From an optimization exercise on the open Yosys and OpenROAD flow, aimed at small area and a short achievable clock period; shortcuts taken in it are not production practice. In this exercise RTL edits were held to simulation tests only and were not proved equivalent to the original. No activity file was given, so power comes from the tool's default toggle rates.

== main ==
==> module alu_bit_ops, before the edit <==
module alu_bit_ops (
    input  logic        i_lfsr,
    input  logic [7:0]  i_d,
    input  logic [15:0] i_val,
    output logic [15:0] o_res
);
    logic [4:0]  i_amt;
    logic [15:0] rot;
    assign i_amt = {1'b0, i_d[3:0]} + {1'b0, i_d[7:4]};
    logic [15:0] therm;
    logic [15:0] fb;
    logic [15:0] r1, r2, r4;
    assign r1  = i_amt[0] ? {i_val[14:0], i_val[15]}  : i_val;
    assign r2  = i_amt[1] ? {r1[13:0], r1[15:14]}     : r1;
    assign r4  = i_amt[2] ? {r2[11:0], r2[15:12]}     : r2;
    assign rot = i_amt[3] ? {r4[7:0], r4[15:8]}       : r4;
    assign therm = i_amt[4] ? 16'hffff : ~(16'hffff << i_amt[3:0]);
    always_comb begin
        for (int i = 0; i < 16; i++) begin
            if (i < 8) fb[i] = i_lfsr ? (rot[(i + 14) % 16] ^ rot[(i + 13) % 16] ^ rot[(i + 11) % 16]) : 1'b1;
            else       fb[i] = 1'b1;
        end
    end
    assign o_res = rot ^ (therm & fb);
endmodule
==> flow/config.mk <==
export PLATFORM = sky130hd
export DESIGN_NAME = alu_top
export DESIGN_NICKNAME = alu_top
export VERILOG_FILES = /design/flow/design.v
export SDC_FILE = /design/flow/constraint.sdc
export NUM_CORES = 4
export LEC_CHECK = 0
export ABC_AREA = 1
export CAP_MARGIN = 20
export CORE_MARGIN = 2
export CORE_UTILIZATION = 40
export SETUP_SLACK_MARGIN = 5
export SLEW_MARGIN = 20
==> flow/constraint.sdc <==
create_clock -name core_clock -period 10.0 [get_ports {i_clk}]
set_input_delay 2.0000 -clock core_clock [delete_from_list [all_inputs] [get_ports {i_clk}]]
set_output_delay 2.0000 -clock core_clock [all_outputs]
set_load 0.01 [all_outputs]
run.sh (not shown) runs the stock make flow with config.mk's settings and CLKGATE_MAP_FILE= SYNTH_SCRIPT=/design/flow/synth_recipe.tcl, a recipe that flattens the netlist after the stock synthesis.
For the feature branch, these inputs were changed with respect to main:
--- a/flow/design.v
+++ b/flow/design.v
@@ -1148,10 +1148,8 @@
     logic [15:0] therm;
     logic [15:0] fb;
-    logic [15:0] r1, r2, r4;
-    assign r1  = i_amt[0] ? {i_val[14:0], i_val[15]}  : i_val;
-    assign r2  = i_amt[1] ? {r1[13:0], r1[15:14]}     : r1;
-    assign r4  = i_amt[2] ? {r2[11:0], r2[15:12]}     : r2;
-    assign rot = i_amt[3] ? {r4[7:0], r4[15:8]}       : r4;
-    assign therm = i_amt[4] ? 16'hffff : ~(16'hffff << i_amt[3:0]);
+    assign rot = ({i_val, i_val} << i_amt[3:0]) >> 16;
+    always_comb begin
+        for (int i = 0; i < 16; i++) therm[i] = (5'(i) < i_amt);
+    end
     always_comb begin
         for (int i = 0; i < 16; i++) begin
==> notes.md <==
Of the feature branch and main, the run reporting the lower multi-input logic area was main.
Compared with main, the feature branch shows a higher post-detailed-placement cell area.
For the die outline height, the feature branch came in 0.55% higher than main did.
Compared the feature branch vs main, and period utilization is up in the feature branch.
Max floorplan die width across the feature branch and main: the feature branch


== v6 ==
alu_top, a different RTL version from the one above (not shown whole).
Size: roughly 1,600 cells after synthesis, about 88 flip-flops, about 56 I/O pins, ~0.012 mm^2 of cells after synthesis.
==> module alu_bit_ops, before the edit <==
module alu_bit_ops (
    input  logic        i_lfsr,
    input  logic [7:0]  i_d,
    input  logic [15:0] i_val,
    output logic [15:0] o_res
);
    logic [4:0]  i_amt;
    logic [15:0] rot;
    assign i_amt = {1'b0, i_d[3:0]} + {1'b0, i_d[7:4]};
    logic [15:0] therm;
    logic [15:0] fb;
    assign rot = ({i_val, i_val} << i_amt[3:0]) >> 16;
    always_comb begin
        for (int i = 0; i < 16; i++) therm[i] = (5'(i) < i_amt);
    end
    always_comb begin
        for (int i = 0; i < 16; i++) begin
            if (i < 8) fb[i] = i_lfsr ? (rot[(i + 14) % 16] ^ rot[(i + 13) % 16] ^ rot[(i + 11) % 16]) : 1'b1;
            else       fb[i] = 1'b1;
        end
    end
    assign o_res = rot ^ (therm & fb);
endmodule
export LEC_CHECK = 0
export ABC_AREA = 1
export CAP_MARGIN = 20
export CORE_MARGIN = 2
export CORE_UTILIZATION = 40
export SETUP_SLACK_MARGIN = 5
export SLEW_MARGIN = 20
create_clock -name core_clock -period 10.0 [get_ports {i_clk}]
The inputs of v7 differ from those of v6 as listed below.
diff --git a/flow/design.v b/flow/design.v
--- a/flow/design.v
+++ b/flow/design.v
@@ -1161,16 +1161,18 @@
 );
     logic [4:0]  i_amt;
     logic [15:0] rot;
     assign i_amt = {1'b0, i_d[3:0]} + {1'b0, i_d[7:4]};
     logic [15:0] therm;
     logic [15:0] fb;
-    assign rot = ({i_val, i_val} << i_amt[3:0]) >> 16;
-    always_comb begin
-        for (int i = 0; i < 16; i++) therm[i] = (5'(i) < i_amt);
-    end
+    logic [15:0] r1, r2, r4;
+    assign r1  = i_amt[0] ? {i_val[14:0], i_val[15]}  : i_val;
+    assign r2  = i_amt[1] ? {r1[13:0], r1[15:14]}     : r1;
+    assign r4  = i_amt[2] ? {r2[11:0], r2[15:12]}     : r2;
+    assign rot = i_amt[3] ? {r4[7:0], r4[15:8]}       : r4;
+    assign therm = i_amt[4] ? 16'hffff : ~(16'hffff << i_amt[3:0]);
     always_comb begin
         for (int i = 0; i < 16; i++) begin
             if (i < 8) fb[i] = i_lfsr ? (rot[(i + 14) % 16] ^ rot[(i + 13) % 16] ^ rot[(i + 11) % 16]) : 1'b1;
             else       fb[i] = 1'b1;
         end
     end
[summary]
Comparing v7 against v6, there is no change at all in cts-stage hold buffer count.
Compared with v6, v7 degrades wire length.
Share of power burned in combinational logic in v7 is 1.7 points higher than in v6
Across both runs, adder and majority gate portion of the synthesized area was lower for v7 than for v6.
As far as sequential share of cell area is concerned, v7 and v6 perform about the same.
Total power of v7 is higher than that of v6.
sky130_fd_sc_hd__fa_1 as the cell with the largest stage delay on the worst path was reported by v7, and sky130_fd_sc_hd__fa_2 by v6.
Global-route usage was lower in v6 than in v7.
Clock tree skew after final layout essentially unchanged between v7 and v6.
Setup slack for v7 is lower than for v6.
Of v7 and v6, the run reporting the lower combinational logic power was v6.
Fmax: v7 lower than v6
v7 ended with every stage complete and zero timing, DRC or antenna violations.

afterwards: timing with drivers on the ports:
The results above use ideal ports. As a check the final layouts listed here were re-extracted and re-timed, cells and wires unchanged.
Step 1 assumes that a clkbuf_16 drives the clock port and a buf_2 every other input.
Step 2 times the ports against the registers' clock, not the clock port: input delays grow and output delays shrink by t, the midpoint of the rising clock arrivals with the driver on.
Slacks: ideal / step 1 / step 2; pairs: ideal / step 1.
run	t, ns	setup slack, ns	worst hold slack (ns)	pins driven straight from the clock port
main	0.394	5.201 / 5.159 / 5.033	0.475 / 0.475 / 0.475	1
the feature branch	0.396	5.101 / 5.059 / 5.062	0.480 / 0.480 / 0.480	1
v6	0.402	5.134 / 5.087 / 4.817	0.471 / 0.471 / 0.471	1
v7	0.399	5.095 / 5.047 / 4.728	0.482 / 0.482 / 0.482	1
After both steps setup and hold are still met in every run listed. The setup slack of v7, which loses most, moves by -0.048 ns with the drivers and by -0.367 ns with both steps.
